This is an optimization exercise on Yosys and OpenROAD, whose aim is small area and a short achievable clock period, not a production implementation.
Only simulation tests tie the RTL to the original design; equivalence was not proved.

==> design/flow/design.v <==
module md_unit (
  input  logic        clk,
  input  logic        reset,
  input  logic        start,
  input  logic [2:0]  op,
  input  logic [31:0] a,
  input  logic [31:0] b,
  input  logic        mthi,
  input  logic        mtlo,
  output logic        busy,
  output logic        done,
  output logic [31:0] hi,
  output logic [31:0] lo
);
  localparam int RW = 35;   
  function automatic logic [RW-1:0] add_row(input logic [RW-1:0] x, input logic [RW-1:0] y,
                                            input logic c);
    logic [RW-1:0] g, p, gg, pp;
    logic [RW-1:0] s;
    g = x & y;
    p = x ^ y;
    gg = g;
    pp = p;
    gg[0] = g[0] | (p[0] & c);
    for (int d = 1; d < RW; d = d * 2)
      for (int i = 2 * d - 1; i < RW; i = i + 2 * d) begin
        gg[i] = gg[i] | (pp[i] & gg[i-d]);
        pp[i] = pp[i] & pp[i-d];
      end
    for (int d = 16; d >= 1; d = d / 2)
      for (int i = 3 * d - 1; i < RW; i = i + 2 * d) begin
        gg[i] = gg[i] | (pp[i] & gg[i-d]);
        pp[i] = pp[i] & pp[i-d];
      end
    s[0] = p[0] ^ c;
    for (int i = 1; i < RW; i++) s[i] = p[i] ^ gg[i-1];
    add_row = s;
  endfunction
  logic        busy_q, done_q;
  logic [3:0]  cnt_q;
  logic [2:0]  op_q;
  logic        a31_q;
  logic        bprev_q;
  logic [31:0] b_q;      
  logic [33:0] ph_q;     
  logic [31:0] pl_q;     
  logic [31:0] hi_q, lo_q;
  logic div_q, last_q, busy_o;
  logic o0_q, t0_q, n0_q;    
  wire is_div  = div_q;
  wire sgn     = ~op_q[0];
  wire is_acc  = op_q[2];
  wire is_sub  = op_q[2] & op_q[1];
  wire last    = last_q;
  wire first_d = div_q & (cnt_q == 4'd10);
  wire fin_d   = div_q & (cnt_q == 4'd2);
  wire a_neg   = sgn & a31_q;
  wire b_neg   = sgn & b_q[31];
  wire b_zero  = (b_q == 32'd0);
  wire         neg_en = is_div & ((first_d & a_neg) | (last & (a_neg ^ b_neg) & ~b_zero));
  logic [31:0] neg_out;
  always_comb begin
    logic t;
    t = 1'b0;
    for (int i = 0; i < 32; i++) begin
      neg_out[i] = pl_q[i] ^ t;
      t = t | (neg_en & pl_q[i]);
    end
  end
  wire [33:0] mc    = {{2{sgn & b_q[31]}}, b_q};            
  wire [7:0]  chunk = last ? {8{sgn & a31_q}} : pl_q[7:0];
  wire [8:0]  xb    = {chunk, bprev_q};
  wire        inv_r = last & div_q & a_neg;
  wire        acc_h = last & ~div_q & is_acc;
  wire [RW-1:0] x0  = {ph_q[33], ph_q};
  logic [RW-1:0] xr [4];
  logic [RW-1:0] sr [4];
  logic [RW-1:0] y [4];
  logic [3:0]    cy;
  logic [3:0]    ge;
  always_comb begin
    xr[0] = x0;
    for (int k = 0; k < 4; k++) begin
      logic n, o, t, rn;
      rn = (k == 0) ? 1'b0 : sr[k-1][RW-1];
      n = xb[2*k+2];
      o = xb[2*k+1] ^ xb[2*k];
      t = (xb[2*k+2] & ~xb[2*k+1] & ~xb[2*k]) | (~xb[2*k+2] & xb[2*k+1] & xb[2*k]);
      if (k == 0) begin
        o = o0_q;
        t = t0_q;
        n = n0_q;
      end else if (is_div) begin
        t = 1'b0;
        if (last) begin
          o = 1'b0;
          n = 1'b0;
        end else begin
          o = 1'b1;
          n = ~rn ^ b_neg;
        end
      end else begin
        n = n ^ is_sub;
        if (k == 1 && last) n = 1'b0;
      end
      y[k] = ({RW{o}} & {mc[33], mc}) | ({RW{t}} & {mc, 1'b0});
      if (k == 1) y[k] = y[k] | ({RW{acc_h}} & {2'd0, hi_q, 1'b0});
      y[k] = y[k] ^ {RW{n}};
      cy[k] = n | ((k == 1) & inv_r);
      sr[k] = add_row(xr[k], y[k], cy[k]);
      ge[k] = ~sr[k][RW-1];
      if (k < 3) begin
        if (is_div || last)
          xr[k+1] = {sr[k][RW-2:0], (k == 0 && last) ? inv_r : pl_q[31-k]};
        else
          xr[k+1] = {{2{sr[k][RW-1]}}, sr[k][RW-1:2]};
      end
    end
  end
  logic o0_d, t0_d, n0_d;
  always_comb begin
    logic p1, p0, pm, sx, sub_in;
    sub_in = op[2] & op[1];
    sx     = sgn & a31_q;
    p1     = 1'b0;
    p0     = 1'b0;
    pm     = 1'b0;
    if (!busy_q) begin
      o0_d = a[0];
      t0_d = a[1] & ~a[0];
      n0_d = a[1] ^ sub_in;
    end else if (div_q) begin
      t0_d = 1'b0;
      if (cnt_q == 4'd10) begin
        o0_d = 1'b1;
        n0_d = ~b_neg;
      end else if (cnt_q == 4'd2) begin
        o0_d = sr[3][33];
        n0_d = b_neg ^ a_neg;
      end else begin
        o0_d = 1'b1;
        n0_d = ~sr[3][32] ^ b_neg;
      end
    end else begin
      if (cnt_q == 4'd2) begin
        p1 = sx;
        p0 = sx;
      end else begin
        p1 = pl_q[9];
        p0 = pl_q[8];
      end
      pm   = pl_q[7];
      o0_d = p0 ^ pm;
      t0_d = (p1 & ~p0 & ~pm) | (~p1 & p0 & pm);
      n0_d = p1 ^ is_sub;
    end
  end
  always_ff @(posedge clk) begin
    o0_q    <= o0_d;
    t0_q    <= t0_d;
    n0_q    <= n0_d;
    last_q  <= busy_q & (cnt_q == 4'd2);
    if (!busy_q) begin
      div_q   <= (op[2:1] == 2'b01);
      op_q    <= op;
      cnt_q   <= (op[2:1] == 2'b01) ? 4'd10 : 4'd5;
      a31_q   <= a[31];
      bprev_q <= 1'b0;
      b_q     <= b;
      ph_q    <= {2'b00, lo_q & {32{op[2]}}};    
      pl_q    <= a;
    end else begin
      cnt_q <= cnt_q - 4'd1;
      if (is_div) begin
        if (first_d) begin
          ph_q <= {33'd0, neg_out[31]};
          pl_q <= {neg_out[30:0], 1'b0};
        end else begin
          ph_q <= fin_d ? (sr[3][33:0] ^ {34{a_neg}}) : {sr[3][32:0], pl_q[28]};
          pl_q <= {pl_q[27:0], ge[0], ge[1], ge[2], ge[3]};
        end
      end else begin
        ph_q    <= {sr[3][RW-1], sr[3][RW-1:2]};
        pl_q    <= {sr[3][1:0], sr[2][1:0], sr[1][1:0], sr[0][1:0], pl_q[31:8]};
        bprev_q <= pl_q[7];
      end
    end
  end
  always_ff @(posedge clk or negedge reset) begin
    if (!reset) begin
      busy_q <= 1'b0;
      busy_o <= 1'b0;
      done_q <= 1'b0;
      hi_q   <= '0;
      lo_q   <= '0;
    end else begin
      done_q <= busy_q & last;
      if (!busy_q) begin
        busy_q <= start;
        busy_o <= start;
        if (!start) begin
          if (mthi) hi_q <= a;
          if (mtlo) lo_q <= a;
        end
      end else if (last) begin
        busy_q <= 1'b0;
        busy_o <= 1'b0;
        hi_q   <= sr[1][32:1];
        lo_q   <= neg_out;
      end
    end
  end
  assign busy = busy_o;
  assign done = done_q;
  assign hi   = hi_q;
  assign lo   = lo_q;
endmodule
==> design/flow/flow/run.sh <==
#!/bin/bash
# Standard ORFS layout (the standard.sh) with three changes to how it is built:
#  - port buffers start as the smallest buffer (repair resizes them where timing needs it);
#  - clock tree synthesis without dummy balancing loads, with the default clock buffers;
#  - timing repair aims for setup slack beyond zero at the design's clock period
#    (over-fixing only; the clock period and constraints are the design's).
# Each tool's output stays in ORFS's own per-step logs under orfs/logs; make's output is in
# standard.log.
set -euo pipefail
export SETUP_SLACK_MARGIN=62.85
export BUFFER_PORTS_ARGS="-buffer_cell sky130_fd_sc_hd__buf_1"
export CTS_ARGS="-sink_clustering_enable -repair_clock_nets -dont_use_dummy_load -buf_list sky130_fd_sc_hd__clkbuf_8 -root_buf sky130_fd_sc_hd__clkbuf_16 -sink_clustering_size 10"
bash standard.sh > standard.log 2>&1
==> design/flow/constraint.sdc <==
create_clock -name core_clock -period 80.0 [get_ports {clk}]
set_input_delay 16.0000 -clock core_clock [delete_from_list [all_inputs] [get_ports {clk}]]
set_output_delay 16.0000 -clock core_clock [all_outputs]
set_load 0.01 [all_outputs]
==> design/flow/config.mk <==
export PLATFORM = sky130hd
export DESIGN_NAME = md_unit
export DESIGN_NICKNAME = md_unit
export VERILOG_FILES = /design/flow/design.v
export SDC_FILE = /design/flow/constraint.sdc
export NUM_CORES = 4
export LEC_CHECK = 0
export ABC_AREA = 1
export CAP_MARGIN = 10
export CORE_MARGIN = 2
export CORE_UTILIZATION = 40
export SLEW_MARGIN = 10
==> design/flow/standard.sh <==
#!/bin/bash
# synth_recipe.tcl (not shown) runs the flow's synth.tcl, then flattens the netlist and writes it again
# the make line also repeats each setting of config.mk as NAME=value (left out here)
make -C /OpenROAD-flow-scripts/flow DESIGN_CONFIG=/design/flow/config.mk WORK_HOME=/design/flow/orfs CLKGATE_MAP_FILE= SYNTH_SCRIPT=/design/flow/synth_recipe.tcl "${@:-finish}"
==> run summary, run 1 <==
status=complete, no violations; Mapped Cells=about 2400; CTS Root Buffer Type=clkbuf_16; Worst Max-Slew Pin Slew=1.28 ns; main flop type after synthesis=dfxtp_1; Yosys cell types=53; largest area contributor in the netlist=nand2_1; Layout area overhead=7.73%; top post-synthesis cells by count=469 x nand2_1, 313 x inv_1, 228 x o21ai_0; Avg Cell Area, Syn=7.47 um^2; Peak Freq=58.3 MHz; Clock Skew=0.0479 ns; hold path depth=1; Vias=17947; initial drt markers=1840; IO buf count=137; post-layout min period=17.14 ns; number of diodes=0; drt total wl=71400 um; Syn Std Cell Area=~0.018 mm^2; Clock Latency Late Sink=approximately 0.45 ns; Final Max Tran Viols=0; clk sink count=approximately 180; number of enable flip-flop cells after synthesis=37; Starting Density=40.7%; critical path arrival=17.46 ns; NumNets Final=roughly 2800; multi-input logic area=0.0121 mm^2; DR vias/cell=5.84; initial antenna violation count=0; synth top area cells=nand2_1 9.8%, dfrtp_1 9.3%, ha_1 9.0%; standard-cell rows=77; Yosys top cell area share=9.77%; synth warn=4; DIE HEIGHT=216 um; flop2flop setup slack=about 64 ns; number of global-route vias before repair=about 17000; post-route ant nets=0; Final period util=~21%; endpoints failing hold=0; Register Area=around 0.0043 mm^2; Clk pin slew, worst setup/hold paths=0.12 ns; Critical R2R Launch=o0_q; All-Layer GR Usage=30.4%; largest net degree at the start of global routing=73; Die Span X=216 um; wire per inst=23.2 um; CTS tree=built; HP Class=flip-flop to flip-flop; Critical Path Fanout Max=31; H-Tree Depth=4; share of cells above drive strength 1=5.88%; CTS Buf Count=17; Min-Delay Startpoint=cnt_q[0]; Setup TNS=0 ns; normalized max-slew margin=around 15%; Die ar.=0.0468 mm^2; post-DP HPWL=about 55000 um; RSZ-0062 raised after global routing=yes; CP required=80.32 ns; # IOs=138; cells on worst reg2reg path=83; Worst Setup SP=op[2]; WHS=0.488 ns; global-route wire length before repair=107000 um; final setup fails=0; Startpoint Class=input pin; fraction of registers with async set/reset=37.6%; Reg-to-Reg End=n0_q; total grt overflow=0; CP Capture Point=ph_q[16]; Pre-antenna DRT Iters=5; GPL Wtd Cong=~0.98; total of max-cap violations=0; Post-Synthesis Net Count=2684; fill count=4621; most frequently used cell type in the post-synthesis netlist=nand2_1; DRC viols=0; core area=0.0443 mm^2; sequential share of the synthesized area=23.7%; worst-case clock buffer depth=2; Crit Path Category=input pin to flip-flop; CP Capture Type=flip-flop; register bit total from synthesis=178
[state kept, by name (all words and copies together) (netlist names), 3 cells and up]
| register | count |
|---|---|
| ph_q | 34 |
| b_q | 32 |
| hi_q | 32 |
| lo_q | 32 |
| pl_q | 32 |
| cnt_q | 4 |
| op_q | 3 |
[per-layer routing]
metal	part of all wire, %	up-vias	routed length [um]	track usage, %
li1	-	8298	-	-
met1	42	8660	30200	41.2
met2	44	856	31700	47.5
met3	8.0	133	5700	3.97
met4	5.3	0	3800	15.1
met5	0	-	0	0
[cells in the final DEF, fill, tap and decap left out, drive strengths merged, types with 17 or more instances in the layout]
cell and instances:
xor2 121, o22ai 104, o221ai 48, clkbuf 18, edfxtp 37, fa 69, buf 170, xnor2 107
dfxtp 74, a21oi 124, o21ai 235, a31oi 51, nor2 106, a21o 17, dfrtp 67, or2 18
inv 321, ha 130, o211ai 21, nand2 479, nand3 59
[final cells by class]
type | instances | share of cell area, %
Inverter | 326 | 6.39
Timing Repair inverter | 2 | 0.0773
Sequential cell | 178 | 22.1
Tap cell | 592 | 3.81
Timing Repair Buffer | 171 | 4.05
Clock buffer | 17 | 1.26
Multi-Input combinational cell | 1787 | 62.3
[logic make-up (layout without fill, tap and decap cells)]
| group | after synthesis | count (layout) | synth area share [%] |
|---|---|---|---|
| buffers and inverters | 448 | 516 | 9.47 |
| xor gates and xnor gates | 228 | 228 | 11.5 |
| DFF | 178 | 178 | 23.7 |
| and+or+nand+nor | 692 | 692 | 16.1 |
| muxes | 8 | 8 | 0.444 |
| adders and majority gates | 199 | 199 | 16.7 |
| AOI/OAI and AO/OA | 660 | 660 | 22.1 |
[timing repair]
item,CTS,global route
buffers inserted,2,10
endpoints found under the setup margin,24,22
resized for setup,18,8
hold buffers,0,0
gates cloned,0,2
pin swaps,0,1
[worst max-delay path, cell delays in order]
cell and delay, ns:
buf_1 0.11, nand2_1 0.22, clkinvlp_4 0.57, a221o_1 0.53
[through the flow]
step	instances	util [%]	area [um^2]	setup slack (ns)
2_1_floorplan	2413	-	18000	63.07
3_3_place_gp	3042	42.9	19000	62.42
3_5_place_dp	3042	42.9	19000	62.37
4_1_cts	3061	43.5	19300	62.83
5_1_grt	3073	43.8	19400	62.80
6_report	3073	43.8	19400	62.86
[worst min-delay path by stage]
stage                           to  slack [ns]
after detailed placement  cnt_q[0]        0.47
final                     cnt_q[0]        0.49
after CTS                 cnt_q[0]        0.49
after floorplan           cnt_q[0]        0.43
after global placement    cnt_q[0]        0.45
after global routing        busy_o        0.52
==> run 2, diff against run 1 <==
--- a/design/flow/flow/run.sh
+++ b/design/flow/flow/run.sh
@@ -9,3 +9,3 @@
 set -euo pipefail
-export SETUP_SLACK_MARGIN=62.85
+export SETUP_SLACK_MARGIN=62.55
 export BUFFER_PORTS_ARGS="-buffer_cell sky130_fd_sc_hd__buf_1"
==> run 2 against run 1 <==
Compared with the run above:
- area after synthesis is the same
- highest routed layer unchanged
- clock-buffer cell count did not move
- critical endpoint is now lo[5]
- register-to-register slack worse by 0.12 ns
- critical path depth fell by 3
- still clean on timing, DRC and antenna
==> run summary, run 2 <==
Die ar.=0.0468 mm^2 (unchanged); Clock Latency Late Sink=0.45 ns (about the same); Post-Synthesis Net Count=2684 (unchanged); placed insts=3042 (unchanged); initial drt markers=1864 (was 1840); Yosys top cell area share=9.77% (unchanged); Crit Path Category=flip-flop to primary output (was input pin to flip-flop); standard-cell rows=77 (unchanged); IO buf count=137 (unchanged); global-route wire length before repair=107000 um (about the same); commonest non-fill, non-tap cell in the layout=nand2_1 (unchanged); Mapped Cells=2413 (unchanged); post-DP HPWL=54500 um (unchanged); Avg Cell Area, Syn=7.47 um^2 (unchanged); Reg-to-Reg End=n0_q (unchanged); M3 GR Usage=3.69% (was 3.97%); Min-Delay Startpoint=cnt_q[0] (unchanged); All-Layer GR Usage=30.3% (was 30.4%); CP Capture Type=primary output (was flip-flop); GPL Wtd Cong=0.976 (unchanged); Largest register FFs=34 (unchanged); core area=0.0443 mm^2 (unchanged); total grt overflow=0 (unchanged); cells on worst reg2reg path=83 (unchanged); Area after DPL=0.0190 mm^2 (unchanged); WHS Endpoint=cnt_q[0] (unchanged); DIE HEIGHT=216 um (unchanged); Vias=17941 (was 17947); DR vias/cell=5.84 (about the same); drt total wl=71300 um (was 71400 um); GR met2 Demand/Resource=47.8% (was 47.5%); Critical R2R Launch=o0_q (unchanged); NumNets Final=2752 (was 2754); Post-CTS Hold Fix Bufs=0 (unchanged); number of diodes=0 (unchanged); top post-synthesis cells by count=469 x nand2_1, 313 x inv_1, 228 x o21ai_0 (unchanged); CP required=64.00 ns (was 80.32 ns); largest net degree at the start of global routing=73 (unchanged); post-route ant nets=0 (unchanged); # IOs=138 (unchanged); CTS Root Buffer Type=clkbuf_16 (unchanged); Setup TNS=0 ns (unchanged); Crit path largest cell delay=0.67 ns (was 0.57 ns); post-layout min period=17.33 ns (was 17.14 ns); fraction of registers with async set/reset=37.6% (unchanged); fin util=43.7% (was 43.8%); met1 usage=41.3% (was 41.2%); Bufs and invs on worst path=1 (was 2); wire per inst=23.2 um (about the same); sequential share of the synthesized area=23.7% (unchanged); largest area contributor in the netlist=nand2_1 (unchanged); hold path depth=1 (unchanged); WHS=0.487 ns (was 0.488 ns); Syn Std Cell Area=0.0180 mm^2 (unchanged); Yosys cell types=53 (unchanged); main flop type after synthesis=dfxtp_1 (unchanged); normalized max-slew margin=16.4% (was 14.6%); Pre-antenna DRT Iters=8 (was 5); Clk pin slew, worst setup/hold paths=0.12 ns (about the same); flop2flop setup slack=63.85 ns (was 63.97 ns); Largest Register=ph_q (unchanged); final worst slack=62.67 ns (was 62.86 ns); CTS Buf Count=17 (unchanged); Crit path max-delay family=flip-flops (was buffers and inverters); initial antenna violation count=0 (unchanged); Final period util=21.7% (was 21.4%); synth top area cells=nand2_1 9.8%, dfrtp_1 9.3%, ha_1 9.0% (unchanged); Die Span X=216 um (unchanged); RSZ-0062 raised after global routing=no (was yes); commonest cells after routing, fill and taps aside=467 x nand2_1, 309 x inv_1, 228 x o21ai_0 (was 467 x nand2_1, 308 x inv_1, 228 x o21ai_0); Startpoint Class=flip-flop (was input pin); Clock Skew=0.0492 ns (was 0.0479 ns); Final Cell Area=0.0194 mm^2 (about the same); DRC viols=0 (unchanged); status=complete, no violations (unchanged); worst-case clock buffer depth=2 (unchanged); share of cells above drive strength 1=5.12% (was 5.88%); total of max-cap violations=0 (unchanged); Final Max Tran Viols=0 (unchanged); most frequently used cell type in the post-synthesis netlist=nand2_1 (unchanged); crit-path cells=buf_1 (was buf_1, nand2_1, clkinvlp_4, a221o_1); Slowest-stage cell, CP=dfrtp_1 (was clkinvlp_4); Starting Density=40.7% (unchanged); number of global-route vias before repair=17248 (was 17281); CTS tree=built (unchanged); Peak Freq=57.7 MHz (was 58.3 MHz); endpoints failing hold=0 (unchanged); HP Class=flip-flop to flip-flop (unchanged); number of enable flip-flop cells after synthesis=37 (unchanged); post-place setup slack=62.37 ns (unchanged); register bit total from synthesis=178 (unchanged); Layout area overhead=7.48% (was 7.73%); Non-Filler Instances=3071 (was 3073); gr busiest metal=met2 (unchanged); fill count=4620 (was 4621); Critical Path Fanout Max=3 (was 31); H-Tree Depth=4 (unchanged); Worst Max-Slew Pin Slew=1.25 ns (was 1.28 ns); critical path arrival=1.33 ns (was 17.46 ns); final setup fails=0 (unchanged); clk sink count=178 (unchanged); synth warn=4 (unchanged)
-- run 2: changes by cell type in the layout (fill, tap and decap cells not counted), moves of 2 or more --
cell,before,now
dfrtp_1,51,67
dfrtp_2,16,0
buf_4,33,30
nand2_2,7,9
-- run 2: layout make-up --
class	count	area, um^2	area share (%)
multi-input combinational	1787	12100	62.4
sequential	178	4270	22.0
inverter	326	1240	6.39
timing repair buffer	169	783	4.04
tap	592	741	3.82
clock buffer	17	245	1.27
timing repair inverter	2	15.0	0.0775
-- run 2: logic make-up (layout without fill, tap and decap cells) --
logic type	after synthesis	after routing	synth area share (%)
simple gates	692	692	16.1
compound gates	660	660	22.1
buf+inv	448	514	9.47
xor+xnor	228	228	11.5
fa+ha+maj	199	199	16.7
flops	178	178	23.7
mux	8	8	0.444
-- run 2: timing repair --
action	4_1_cts	5_1_grt
setup buffers	0	9
setup endpoints to repair	0	11
gates resized for setup	0	6
-- run 2: worst max-delay path by stage --
stage	start	end	depth (start not counted)	slack [ns]
after floorplan	start	lo_q[10]	6	63.07
after detailed placement	op[2]	ph_q[25]	5	62.37
after global routing	start	hi_q[21]	5	62.62
after CTS	lo_q[5]	lo[5]	1	62.73
after global placement	op[2]	ph_q[1]	5	62.42
final	lo_q[5]	lo[5]	1	62.67
-- run 2: metal layers --
metal	wire length (um)	vias up
li1	-	8297
met1	30300	8689
met2	31900	838
met3	5570	117
met4	3530	0
met5	0	-
==> run 3, diff against run 2 <==
--- a/design/flow/flow/run.sh
+++ b/design/flow/flow/run.sh
@@ -9,3 +9,3 @@
 set -euo pipefail
-export SETUP_SLACK_MARGIN=62.55
+export SETUP_SLACK_MARGIN=63.1
 export BUFFER_PORTS_ARGS="-buffer_cell sky130_fd_sc_hd__buf_1"
==> run 3 against run 2 <==
Compared with the run above:
- global-route usage increased by 0.17 points
- register-to-register slack better by 0.24 ns
- cell count is 1.4% higher
- still clean
- maximum frequency rose by 1.5%
- via count grew 0.94%
- utilization up 1.7 points
- worst hold slack worse by 0.0070 ns
- die area unchanged
==> run summary, run 3 <==
status=complete, no violations (unchanged); post-place setup slack=62.39 ns (was 62.37 ns); sequential share of the synthesized area=23.7% (unchanged); post-DP HPWL=54300 um (was 54500 um); final setup fails=0 (unchanged); DR vias/cell=5.82 (was 5.84); critical path arrival=1.07 ns (was 1.33 ns); Setup TNS=0 ns (unchanged); Die Span X=216 um (unchanged); synth warn=4 (unchanged); Yosys cell types=53 (unchanged); Synth Area in XOR/XNOR=11.5% (unchanged); mux share of post-synthesis cell area=0.444% (unchanged); commonest non-fill, non-tap cell in the layout=nand2_1 (unchanged); total grt overflow=0 (unchanged); fraction of registers with async set/reset=37.6% (unchanged); Clock Skew=0.0423 ns (was 0.0492 ns); Startpoint Class=flip-flop (unchanged); Largest Register=ph_q (unchanged); M3 GR Usage=6.65% (was 3.69%); Vias=18110 (was 17941); total of max-cap violations=0 (unchanged); drt total wl=73200 um (was 71300 um); wire per inst=23.5 um (was 23.2 um); placed insts=3044 (was 3042); Mapped Cells=2413 (unchanged); GR met2 Demand/Resource=46.3% (was 47.8%); IO buf count=137 (unchanged); largest net degree at the start of global routing=91 (was 73); WHS=0.480 ns (was 0.487 ns); Reg-to-Reg End=n0_q (unchanged); number of global-route vias before repair=17168 (was 17248); Clock Latency Late Sink=0.44 ns (was 0.45 ns); Final Cell Area=0.0201 mm^2 (was 0.0194 mm^2); Largest register FFs=34 (unchanged); final worst slack=62.93 ns (was 62.67 ns); endpoints failing hold=0 (unchanged); gr busiest metal=met2 (unchanged); share of cells above drive strength 1=10.8% (was 5.12%); clk sink count=178 (unchanged); cells on worst reg2reg path=83 (unchanged); All-Layer GR Usage=30.5% (was 30.3%); synth top area cells=nand2_1 9.8%, dfrtp_1 9.3%, ha_1 9.0% (unchanged); hold path depth=1 (unchanged); worst-case clock buffer depth=2 (unchanged); main flop type after synthesis=dfxtp_1 (unchanged); Die ar.=0.0468 mm^2 (unchanged); HP Class=flip-flop to flip-flop (unchanged); Critical R2R Launch=o0_q (unchanged); commonest cells after routing, fill and taps aside=466 x nand2_1, 308 x inv_1, 228 x o21ai_0 (was 467 x nand2_1, 309 x inv_1, 228 x o21ai_0); largest area contributor in the netlist=nand2_1 (unchanged); NumNets Final=2794 (was 2752); Pre-antenna DRT Iters=5 (was 8); CTS tree=built (unchanged); post-layout min period=17.07 ns (was 17.33 ns); post-route ant nets=0 (unchanged); Final Max Tran Viols=0 (unchanged); Layout area overhead=11.6% (was 7.48%); flop2flop setup slack=64.09 ns (was 63.85 ns); Avg Cell Area, Syn=7.47 um^2 (unchanged); Starting Density=40.7% (unchanged); post-synthesis adder-cell area fraction=16.7% (unchanged); DRC viols=0 (unchanged); top post-synthesis cells by count=469 x nand2_1, 313 x inv_1, 228 x o21ai_0 (unchanged); number of enable flip-flop cells after synthesis=37 (unchanged); Area after DPL=0.0190 mm^2 (about the same); CP Capture Type=primary output (unchanged); initial drt markers=2232 (was 1864); largest family of logic cells by synthesized area=compound AO/OA/AOI/OAI gates (unchanged); Crit path largest cell delay=0.49 ns (was 0.67 ns); cell depth of the worst setup path=1 (unchanged); Slowest-stage cell, CP=dfrtp_2 (was dfrtp_1); Syn Std Cell Area=0.0180 mm^2 (unchanged); standard-cell rows=77 (unchanged); initial antenna violation count=3 (was 0); Post-CTS Hold Fix Bufs=0 (unchanged); Bufs and invs on worst path=1 (unchanged); H-Tree Depth=4 (unchanged); CP required=64.00 ns (about the same); Peak Freq=58.6 MHz (was 57.7 MHz); Post-Synthesis Net Count=2684 (unchanged); core area=0.0443 mm^2 (unchanged); Final period util=21.3% (was 21.7%); Yosys top cell area share=9.77% (unchanged); Min-Delay Startpoint=cnt_q[0] (unchanged); most frequently used cell type in the post-synthesis netlist=nand2_1 (unchanged); normalized max-slew margin=15.0% (was 16.4%); Crit Path Category=flip-flop to primary output (unchanged); CTS Root Buffer Type=clkbuf_16 (unchanged); Critical Path Fanout Max=2 (was 3); WHS Endpoint=cnt_q[0] (unchanged); # IOs=138 (unchanged); global-route wire length before repair=107000 um (about the same); RSZ-0062 raised after global routing=yes (was no); Non-Filler Instances=3114 (was 3071); met1 usage=40.5% (was 41.3%); CTS Buf Count=17 (unchanged); Synth Area in Compound Gates=22.1% (unchanged); DIE HEIGHT=216 um (unchanged); crit-path cells=buf_6 (was buf_1); Clk pin slew, worst setup/hold paths=0.10 ns (was 0.12 ns); Crit path max-delay family=flip-flops (unchanged); GPL Wtd Cong=0.958 (was 0.976); simple-gate area share of the yosys netlist=16.1% (unchanged); Worst Max-Slew Pin Slew=1.27 ns (was 1.25 ns); register bit total from synthesis=178 (unchanged)
[run 3: layout make-up]
type	instances	area [um^2]
fill	4560	24200
inverter	326	1240
antenna	1	2.50
timing repair buffer	210	1430
clock buffer	17	245
multi-input combinational	1787	12100
tap	592	741
timing repair inverter	3	22.5
sequential	178	4320
[run 3: cells by family after synthesis]
| group | after synthesis |
|---|---|
| AO/OA/AOI/OAI | 660 |
| multiplexers | 8 |
| buffers and inverters | 448 |
| XOR/XNOR | 228 |
| AND/OR/NAND/NOR | 692 |
| adder cells (fa/ha/maj) | 199 |
| flip-flops | 178 |
[run 3: per-stage QoR]
stage	utilization [%]
2_1_floorplan	-
3_3_place_gp	42.9
3_5_place_dp	42.9
4_1_cts	44.6
5_1_grt	45.4
6_report	45.4
[run 3: metal layers]
| metal | part of all wire [%] | wire length (um) |
|---|---|---|
| met4 | 5.8 | 4210 |
| met3 | 9.4 | 6860 |
| met2 | 43 | 31800 |
| met5 | 0.025 | 18 |
| met1 | 41 | 30300 |
[run 3: how the worst max path moves through the flow]
stage	from	end	slack (ns)
global placement	op[2]	ph_q[1]	62.44
finish	lo_q[6]	lo[6]	62.93
global route	lo_q[6]	lo[6]	62.90
floorplan	start	lo_q[17]	63.09
detailed placement	start	lo_q[21]	62.39
CTS	lo_q[8]	lo[8]	62.85
[run 3: timing repair]
item	CTS	global route
pin swaps	0	1
setup buffers	33	16
endpoints found under the setup margin	161	150
cloned	1	2
resized for setup	103	61
==> run 4, diff against run 3 <==
--- a/design/flow/flow/run.sh
+++ b/design/flow/flow/run.sh
@@ -9,3 +9,3 @@
 set -euo pipefail
-export SETUP_SLACK_MARGIN=63.1
+export SETUP_SLACK_MARGIN=62.95
 export BUFFER_PORTS_ARGS="-buffer_cell sky130_fd_sc_hd__buf_1"
==> run 4 against run 3 <==
Compared with the run above:
- still clean
- sequential share of layout area grew 0.46 points
- die area is the same
- sequential cell count is the same
- register-to-register slack lost 0.11 ns
- highest routed layer is now met4
- global-route usage grew 0.090 points
==> run summary, run 4 <==
final setup fails=0 (unchanged); global-route wire length before repair=108000 um (was 107000 um); Crit Path Category=input pin to flip-flop (was flip-flop to primary output); core area=0.0443 mm^2 (unchanged); Starting Density=40.7% (unchanged); DR vias/cell=5.85 (was 5.82); CP required=80.31 ns (was 64.00 ns); Clock Latency Late Sink=0.45 ns (was 0.44 ns); post-synthesis adder-cell area fraction=16.7% (unchanged); WHS Endpoint=cnt_q[0] (unchanged); flop2flop setup slack=63.98 ns (was 64.09 ns); Largest Register=ph_q (unchanged); WHS=0.487 ns (was 0.480 ns); standard-cell rows=77 (unchanged); Setup TNS=0 ns (unchanged); share of cells above drive strength 1=8.23% (was 10.8%); Critical Path Fanout Max=31 (was 2); total of max-cap violations=0 (unchanged); Final period util=21.4% (was 21.3%); Peak Freq=58.3 MHz (was 58.6 MHz); initial drt markers=1854 (was 2232); largest family of logic cells by synthesized area=compound AO/OA/AOI/OAI gates (unchanged); most frequently used cell type in the post-synthesis netlist=nand2_1 (unchanged); Avg Cell Area, Syn=7.47 um^2 (unchanged); HP Class=flip-flop to flip-flop (unchanged); Worst Max-Slew Pin Slew=1.24 ns (was 1.27 ns); Mapped Cells=2413 (unchanged); Synth Area in XOR/XNOR=11.5% (unchanged); sequential share of the synthesized area=23.7% (unchanged); Layout area overhead=9.27% (was 11.6%); Pre-antenna DRT Iters=6 (was 5); largest area contributor in the netlist=nand2_1 (unchanged); CTS Root Buffer Type=clkbuf_16 (unchanged); number of enable flip-flop cells after synthesis=37 (unchanged); main flop type after synthesis=dfxtp_1 (unchanged); clk sink count=178 (unchanged); worst-case clock buffer depth=2 (unchanged); synth warn=4 (unchanged); fraction of registers with async set/reset=37.6% (unchanged); total grt overflow=0 (unchanged); Reg-to-Reg End=n0_q (unchanged); simple-gate area share of the yosys netlist=16.1% (unchanged); GPL Wtd Cong=0.976 (was 0.958); endpoints failing hold=0 (unchanged); initial antenna violation count=1 (was 3); CTS tree=built (unchanged); post-DP HPWL=54500 um (was 54300 um); Synth Area in Compound Gates=22.1% (unchanged); critical path arrival=17.46 ns (was 1.07 ns); H-Tree Depth=4 (unchanged); Critical R2R Launch=o0_q (unchanged); cells on worst reg2reg path=83 (unchanged); top post-synthesis cells by count=469 x nand2_1, 313 x inv_1, 228 x o21ai_0 (unchanged); Vias=18121 (was 18110); All-Layer GR Usage=30.6% (was 30.5%); mux share of post-synthesis cell area=0.444% (unchanged); drt total wl=72000 um (was 73200 um); commonest non-fill, non-tap cell in the layout=nand2_1 (unchanged); Largest register FFs=34 (unchanged); Die Span X=216 um (unchanged); number of global-route vias before repair=17353 (was 17168); CP Capture Type=flip-flop (was primary output); Post-Synthesis Net Count=2684 (unchanged); Die ar.=0.0468 mm^2 (unchanged); commonest cells after routing, fill and taps aside=467 x nand2_1, 308 x inv_1, 228 x o21ai_0 (was 466 x nand2_1, 308 x inv_1, 228 x o21ai_0); Min-Delay Startpoint=cnt_q[0] (unchanged); Clk pin slew, worst setup/hold paths=0.12 ns (was 0.10 ns); RSZ-0062 raised after global routing=yes (unchanged); Clock Skew=0.0492 ns (was 0.0423 ns); # IOs=138 (unchanged); status=complete, no violations (unchanged); synth top area cells=nand2_1 9.8%, dfrtp_1 9.3%, ha_1 9.0% (unchanged); CTS Buf Count=17 (unchanged); Syn Std Cell Area=0.0180 mm^2 (unchanged); DIE HEIGHT=216 um (unchanged); largest net degree at the start of global routing=73 (was 91); IO buf count=137 (unchanged); post-layout min period=17.15 ns (was 17.07 ns); NumNets Final=2777 (was 2794); register bit total from synthesis=178 (unchanged); DRC viols=0 (unchanged); Yosys cell types=53 (unchanged); post-route ant nets=0 (unchanged); Final Max Tran Viols=0 (unchanged); normalized max-slew margin=16.9% (was 15.0%); wire per inst=23.3 um (was 23.5 um); Startpoint Class=input pin (was flip-flop); fill count=4586 (was 4560); Post-CTS Hold Fix Bufs=0 (unchanged); hold path depth=1 (unchanged); Yosys top cell area share=9.77% (unchanged)
[run 4: worst max-delay path: stages]
cell and delay (ns):
buf_1 0.11, nand2_1 0.20, clkinvlp_4 0.57, a221o_1 0.54
[run 4: metrics by stage]
| stage | instance area, um^2 | utilization [%] | setup WS (ns) | instances |
|---|---|---|---|---|
| after floorplan | 18000 | - | 63.07 | 2413 |
| after global placement | 19000 | 42.9 | 62.42 | 3042 |
| after detailed placement | 19000 | 42.9 | 62.37 | 3042 |
| after CTS | 19500 | 44.1 | 62.83 | 3084 |
| after global routing | 19700 | 44.4 | 62.79 | 3096 |
| final | 19700 | 44.4 | 62.85 | 3097 |
[run 4: layout make-up]
type | instances | area [um^2] | area share, %
Multi-Input combinational cell | 1787 | 12100 | 61.4
Sequential cell | 178 | 4320 | 21.9
Inverter | 326 | 1240 | 6.30
Timing Repair Buffer | 194 | 1030 | 5.25
Tap cell | 592 | 741 | 3.76
Clock buffer | 17 | 245 | 1.25
Timing Repair inverter | 2 | 15.0 | 0.0762
Antenna cell | 1 | 2.50 | 0.0127
[run 4: kinds of logic (layout without fill, tap and decap cells)]
family / count (synthesis) / count (layout)
compound gates: 660 / 660
xor+xnor: 228 / 228
mux: 8 / 8
other cells: 0 / 1
fa+ha+maj: 199 / 199
buf+inv: 448 / 539
simple gates: 692 / 692
flops: 178 / 178
[run 4: timing repair]
| action | CTS | global route |
|---|---|---|
| buffers inserted | 25 | 10 |
| pin swaps | 0 | 1 |
| resized for setup | 55 | 20 |
| gates cloned | 0 | 2 |
| endpoints found under the setup margin | 132 | 37 |
[run 4: per-layer routing]
metal	routed length (um)	track usage, %
met5	0	0
met4	3560	15.0
met3	5670	4.01
met2	32000	47.8
met1	30800	41.8
[run 4: worst max path at each step]
| stage | startpoint | end | slack, ns |
|---|---|---|---|
| final | op[2] | ph_q[16] | 62.85 |
| after global routing | op[2] | ph_q[16] | 62.79 |
| after CTS | lo_q[5] | lo[5] | 62.83 |
| after detailed placement | op[2] | ph_q[25] | 62.37 |
| after global placement | op[2] | ph_q[1] | 62.42 |
| after floorplan | start | lo_q[10] | 63.07 |
==> run 5, diff against run 4 <==
--- a/design/flow/flow/run.sh
+++ b/design/flow/flow/run.sh
@@ -9,3 +9,3 @@
 set -euo pipefail
-export SETUP_SLACK_MARGIN=62.95
+export SETUP_SLACK_MARGIN=62.7
 export BUFFER_PORTS_ARGS="-buffer_cell sky130_fd_sc_hd__buf_1"
==> run 5 against run 4 <==
Compared with the run above:
- still clean on timing, DRC and antenna
- utilization shrank 0.72 points
- area after synthesis is the same
- critical path type is now flip-flop to primary output
- largest cell class unchanged
==> run summary, run 5 <==
RSZ-0062 raised after global routing=yes (unchanged); DRC viols=0 (unchanged); normalized max-slew margin=12.9% (was 16.9%); CTS Buf Count=17 (unchanged); wire per inst=23.2 um (was 23.3 um); commonest cells after routing, fill and taps aside=467 x nand2_1, 309 x inv_1, 228 x o21ai_0 (was 467 x nand2_1, 308 x inv_1, 228 x o21ai_0); total of max-cap violations=0 (unchanged); post-layout min period=17.33 ns (was 17.15 ns); post-place setup slack=62.37 ns (unchanged); Non-Filler Instances=3071 (was 3097); IO buf count=137 (unchanged); simple-gate area share of the yosys netlist=16.1% (unchanged); largest net degree at the start of global routing=73 (unchanged); Min-Delay Startpoint=cnt_q[0] (unchanged); number of global-route vias before repair=17248 (was 17353); fill count=4619 (was 4586); crit-path cells=buf_1 (was buf_1, nand2_1, clkinvlp_4, a221o_1); global-route wire length before repair=107000 um (was 108000 um); endpoints failing hold=0 (unchanged); Synth Area in Compound Gates=22.1% (unchanged); flop2flop setup slack=63.80 ns (was 63.98 ns); DIE HEIGHT=216 um (unchanged); # IOs=138 (unchanged); Final Max Tran Viols=0 (unchanged); hold path depth=1 (unchanged); GPL Wtd Cong=0.976 (unchanged); total grt overflow=0 (unchanged); WHS Endpoint=cnt_q[0] (unchanged); Die Span X=216 um (unchanged); Layout area overhead=7.50% (was 9.27%); NumNets Final=2752 (was 2777); post-synthesis adder-cell area fraction=16.7% (unchanged); largest family of logic cells by synthesized area=compound AO/OA/AOI/OAI gates (unchanged); Bufs and invs on worst path=1 (was 2); Reg-to-Reg End=n0_q (unchanged); CP required=64.00 ns (was 80.31 ns); cells on worst reg2reg path=83 (unchanged); core area=0.0443 mm^2 (unchanged); Crit path max-delay family=flip-flops (was buffers and inverters); mux share of post-synthesis cell area=0.444% (unchanged); Register Area=0.00427 mm^2 (was 0.00432 mm^2); Critical Path Fanout Max=3 (was 31); Starting Density=40.7% (unchanged); post-route ant nets=0 (unchanged); Peak Freq=57.7 MHz (was 58.3 MHz); largest area contributor in the netlist=nand2_1 (unchanged); WHS=0.487 ns (about the same); Area after DPL=0.0190 mm^2 (unchanged); main flop type after synthesis=dfxtp_1 (unchanged); clk sink count=178 (unchanged); Startpoint Class=flip-flop (was input pin); Yosys cell types=53 (unchanged); Crit Path Category=flip-flop to primary output (was input pin to flip-flop); CP Capture Type=primary output (was flip-flop); worst-case clock buffer depth=2 (unchanged); placed insts=3042 (unchanged); Pre-antenna DRT Iters=6 (unchanged); Largest register FFs=34 (unchanged); Mapped Cells=2413 (unchanged); initial drt markers=1864 (was 1854); Clock Latency Late Sink=0.45 ns (about the same); Avg Cell Area, Syn=7.47 um^2 (unchanged); drt total wl=71300 um (was 72000 um); critical path arrival=1.33 ns (was 17.46 ns); sequential share of the synthesized area=23.7% (unchanged); Worst Setup SP=lo_q[5] (was op[2]); Final Cell Area=0.0194 mm^2 (was 0.0197 mm^2); most frequently used cell type in the post-synthesis netlist=nand2_1 (unchanged); fraction of registers with async set/reset=37.6% (unchanged); Crit path largest cell delay=0.66 ns (was 0.57 ns); Critical R2R Launch=o0_q (unchanged); status=complete, no violations (unchanged); DR vias/cell=5.84 (was 5.85); post-DP HPWL=54500 um (unchanged); final setup fails=0 (unchanged); Worst Max-Slew Pin Slew=1.30 ns (was 1.24 ns); share of cells above drive strength 1=5.12% (was 8.23%); Syn Std Cell Area=0.0180 mm^2 (unchanged); number of diodes=0 (was 1); Synth Area in XOR/XNOR=11.5% (unchanged); synth top area cells=nand2_1 9.8%, dfrtp_1 9.3%, ha_1 9.0% (unchanged); top post-synthesis cells by count=469 x nand2_1, 313 x inv_1, 228 x o21ai_0 (unchanged); Slowest-stage cell, CP=dfrtp_1 (was clkinvlp_4); Largest Register=ph_q (unchanged); Yosys top cell area share=9.77% (unchanged); Vias=17933 (was 18121); Setup TNS=0 ns (unchanged); HP Class=flip-flop to flip-flop (unchanged); CTS Root Buffer Type=clkbuf_16 (unchanged); CTS tree=built (unchanged); Clk pin slew, worst setup/hold paths=0.12 ns (about the same); All-Layer GR Usage=30.3% (was 30.6%); Die ar.=0.0468 mm^2 (unchanged); Final period util=21.7% (was 21.4%); register bit total from synthesis=178 (unchanged); multi-input logic area=0.0121 mm^2 (about the same); initial antenna violation count=0 (was 1); fin util=43.7% (was 44.4%); number of enable flip-flop cells after synthesis=37 (unchanged); commonest non-fill, non-tap cell in the layout=nand2_1 (unchanged); final worst slack=62.67 ns (was 62.85 ns); Post-CTS Hold Fix Bufs=0 (unchanged); standard-cell rows=77 (unchanged); Post-Synthesis Net Count=2684 (unchanged); Clock Skew=0.0500 ns (was 0.0492 ns); H-Tree Depth=4 (unchanged); synth warn=4 (unchanged)
-- run 5: changes by cell type in the layout (fill, tap and decap cells not counted), sizes merged --
| cell | change |
|---|---|
| clkinvlp | -1 |
| inv | +1 |
| buf | -21 |
| diode | -1 |
| clkbuf | -4 |
-- run 5: final cells by class --
class	count	area share, %
Clock buffer	17	1.27
Inverter	326	6.39
Multi-Input combinational cell	1787	62.4
Sequential cell	178	22.0
Tap cell	592	3.82
Timing Repair Buffer	169	4.04
Timing Repair inverter	2	0.0775
-- run 5: worst max-delay path by stage --
stage,depth (start not counted),to
CTS,1,lo[5]
global route,84,n0_q
finish,1,lo[5]
detailed placement,5,ph_q[25]
floorplan,6,lo_q[10]
global placement,5,ph_q[1]
-- run 5: logic make-up (layout without fill, tap and decap cells) --
group                      count (synthesis)  in the layout
muxes                                      8              8
AOI/OAI and AO/OA                        660            660
and+or+nand+nor                          692            692
adders and majority gates                199            199
xor gates and xnor gates                 228            228
buffers and inverters                    448            514
DFF                                      178            178
-- run 5: per-layer routing --
layer / wire length, um / share of wire, % / vias up / track usage, %
met5: 0 / 0 / - / 0
met4: 3460 / 4.9 / 0 / 14.5
met3: 5440 / 7.6 / 111 / 3.69
met2: 31900 / 45 / 802 / 47.8
met1: 30600 / 43 / 8718 / 41.3
li1: - / - / 8302 / -
-- run 5: what timing repair did --
action / in CTS / in global routing
gates resized for setup: 0 / 7
endpoints found under the setup margin: 0 / 22
buffers inserted: 0 / 9
==> run 6, diff against run 5 <==
--- a/design/flow/flow/run.sh
+++ b/design/flow/flow/run.sh
@@ -1,5 +1,7 @@
 #!/bin/bash
-# Standard ORFS layout (the standard.sh) with three changes to how it is built:
-#  - port buffers start as the smallest buffer (repair resizes them where timing needs it);
-#  - clock tree synthesis without dummy balancing loads, with the default clock buffers;
+# Standard ORFS layout (the standard.sh, which runs the standard flow's own synthesis unchanged)
+# with three changes to how it is built:
+#  - port buffers start as the smallest buffer (timing repair resizes them where needed);
+#  - clock tree synthesis without dummy balancing loads, with clkbuf_8 leaf buffers under a
+#    clkbuf_16 root, at most 10 sinks per cluster;
 #  - timing repair aims for setup slack beyond zero at the design's clock period
@@ -9,3 +11,3 @@
 set -euo pipefail
-export SETUP_SLACK_MARGIN=62.7
+export SETUP_SLACK_MARGIN=62.85
 export BUFFER_PORTS_ARGS="-buffer_cell sky130_fd_sc_hd__buf_1"
==> run 6 against run 5 <==
Compared with the run above:
- sequential share of layout area up 0.058 points
- global-route usage about the same
- cell count about the same
- final area increased by 0.21%
- critical path depth rose by 3
- clock-buffer cell count unchanged
- critical path type is now input pin to flip-flop
==> run summary, run 6 <==
status=complete, no violations (unchanged); DR vias/cell=5.84 (about the same); critical path arrival=17.46 ns (was 1.33 ns); Crit Path Category=input pin to flip-flop (was flip-flop to primary output); fraction of registers with async set/reset=37.6% (unchanged); WHS Endpoint=cnt_q[0] (unchanged); clk sink count=178 (unchanged); Non-Filler Instances=3073 (was 3071); Largest register FFs=34 (unchanged); HP Class=flip-flop to flip-flop (unchanged); number of diodes=0 (unchanged); synth top area cells=nand2_1 9.8%, dfrtp_1 9.3%, ha_1 9.0% (unchanged); total of max-cap violations=0 (unchanged); initial drt markers=1840 (was 1864); number of enable flip-flop cells after synthesis=37 (unchanged); wire per inst=23.2 um (about the same); CTS Buf Count=17 (unchanged); Peak Freq=58.3 MHz (was 57.7 MHz); post-DP HPWL=54500 um (unchanged); # IOs=138 (unchanged); NumNets Final=2754 (was 2752); fin util=43.8% (was 43.7%); GPL Wtd Cong=0.976 (unchanged); Startpoint Class=input pin (was flip-flop); core area=0.0443 mm^2 (unchanged); Clock Latency Late Sink=0.45 ns (about the same); hold path depth=1 (unchanged); Vias=17947 (was 17933); commonest cells after routing, fill and taps aside=467 x nand2_1, 308 x inv_1, 228 x o21ai_0 (was 467 x nand2_1, 309 x inv_1, 228 x o21ai_0); placed insts=3042 (unchanged); total grt overflow=0 (unchanged); Clk pin slew, worst setup/hold paths=0.12 ns (about the same); Yosys cell types=53 (unchanged); Syn Std Cell Area=0.0180 mm^2 (unchanged); Layout area overhead=7.73% (was 7.50%); global-route wire length before repair=107000 um (about the same); sequential share of the synthesized area=23.7% (unchanged); Area after DPL=0.0190 mm^2 (unchanged); Final Cell Area=0.0194 mm^2 (about the same); commonest non-fill, non-tap cell in the layout=nand2_1 (unchanged); CTS Root Buffer Type=clkbuf_16 (unchanged); cells on worst reg2reg path=83 (unchanged); post-route ant nets=0 (unchanged); Final period util=21.4% (was 21.7%); final worst slack=62.86 ns (was 62.67 ns); RSZ-0062 raised after global routing=yes (unchanged); All-Layer GR Usage=30.4% (was 30.3%); DRC viols=0 (unchanged); post-layout min period=17.14 ns (was 17.33 ns); post-place setup slack=62.37 ns (unchanged); Die ar.=0.0468 mm^2 (unchanged); Setup TNS=0 ns (unchanged); Avg Cell Area, Syn=7.47 um^2 (unchanged); share of cells above drive strength 1=5.88% (was 5.12%); drt total wl=71400 um (was 71300 um); final setup fails=0 (unchanged); largest area contributor in the netlist=nand2_1 (unchanged); Pre-antenna DRT Iters=5 (was 6); most frequently used cell type in the post-synthesis netlist=nand2_1 (unchanged); WHS=0.488 ns (was 0.487 ns); normalized max-slew margin=14.6% (was 12.9%); Yosys top cell area share=9.77% (unchanged); flop2flop setup slack=63.97 ns (was 63.80 ns); Mapped Cells=2413 (unchanged); Worst Max-Slew Pin Slew=1.28 ns (was 1.30 ns); initial antenna violation count=0 (unchanged); top post-synthesis cells by count=469 x nand2_1, 313 x inv_1, 228 x o21ai_0 (unchanged); CP Capture Type=flip-flop (was primary output); worst-case clock buffer depth=2 (unchanged); Final Max Tran Viols=0 (unchanged); Die Span X=216 um (unchanged); Largest Register=ph_q (unchanged); synth warn=4 (unchanged); number of global-route vias before repair=17281 (was 17248); Starting Density=40.7% (unchanged); CTS tree=built (unchanged); Reg-to-Reg End=n0_q (unchanged); largest net degree at the start of global routing=73 (unchanged); endpoints failing hold=0 (unchanged); IO buf count=137 (unchanged); main flop type after synthesis=dfxtp_1 (unchanged); Min-Delay Startpoint=cnt_q[0] (unchanged); Clock Skew=0.0479 ns (was 0.0500 ns); register bit total from synthesis=178 (unchanged); DIE HEIGHT=216 um (unchanged); standard-cell rows=77 (unchanged); Post-Synthesis Net Count=2684 (unchanged); CP required=80.32 ns (was 64.00 ns); Critical R2R Launch=o0_q (unchanged); H-Tree Depth=4 (unchanged); Critical Path Fanout Max=31 (was 3)
## run 6: layout make-up
class                           instances  area (um^2)
Sequential cell                       178         4290
Fill cell                            4621        24900
Tap cell                              592          741
Multi-Input combinational cell       1787        12100
Timing Repair Buffer                  171          786
Clock buffer                           17          245
Inverter                              326         1240
Timing Repair inverter                  2         15.0
## run 6: what timing repair did
action	CTS	global route
pin swaps	0	1
resized for setup	18	8
hold endpoints to repair	0	0
hold buffers	0	0
gates cloned	0	2
setup buffers	2	10
setup endpoints to repair	24	22
## run 6: layer usage
layer | wire length, um | track usage, %
met1 | 30200 | 41.2
met2 | 31700 | 47.5
met3 | 5700 | 3.97
met4 | 3800 | 15.1
met5 | 0 | 0
## run 6: kinds of logic (layout without fill, tap and decap cells)
group | Yosys count | after routing | synth area share (%)
DFF | 178 | 178 | 23.7
adders and majority gates | 199 | 199 | 16.7
xor gates and xnor gates | 228 | 228 | 11.5
muxes | 8 | 8 | 0.444
and+or+nand+nor | 692 | 692 | 16.1
AOI/OAI and AO/OA | 660 | 660 | 22.1
buffers and inverters | 448 | 516 | 9.47
## run 6: worst max-delay path: stages
cell	delay [ns]
buf_1	0.11
nand2_1	0.22
clkinvlp_4	0.57
a221o_1	0.53
## run 6: how the worst max path moves through the flow
stage / cells past startpoint / startpoint / end
after floorplan: 6 / start / lo_q[10]
after CTS: 1 / lo_q[5] / lo[5]
final: 4 / op[2] / ph_q[16]
after global routing: 4 / op[2] / ph_q[16]
after global placement: 5 / op[2] / ph_q[1]
after detailed placement: 5 / op[2] / ph_q[25]

## afterwards: timing with drivers on the ports
The flow's constraints put no driver on any port. The routed layouts listed below were extracted and timed again, unchanged, in two steps.
Step 1 assumes that a clkbuf_16 drives the clock port and a buf_2 every other input.
Step 2 times the ports against the registers' clock, not the clock port: input delays grow and output delays shrink by t, the midpoint of the rising clock arrivals with the driver on.
a / b / c = ideal / step 1 / step 2; a / b = the first two.
run | t, ns | slack for setup (ns) | worst register clock-pin slew, ns | worst slew at a driven data input, ns | pins driven straight from the clock port
run 1 | 0.476 | 62.857 / 62.824 / 62.414 | 0.12 / 0.12 | 0.05 | 1
run 2 | 0.478 | 62.672 / 62.617 / 62.337 | 0.12 / 0.12 | 0.05 | 1
run 3 | 0.472 | 62.926 / 62.869 / 62.791 | 0.10 / 0.10 | 0.04 | 1
run 4 | 0.476 | 62.851 / 62.841 / 62.411 | 0.12 / 0.12 | 0.05 | 1
run 5 | 0.480 | 62.671 / 62.615 / 62.379 | 0.12 / 0.12 | 0.05 | 1
run 6 | 0.476 | 62.857 / 62.824 / 62.414 | 0.12 / 0.12 | 0.05 | 1
After both steps setup and hold are still met in every run listed.
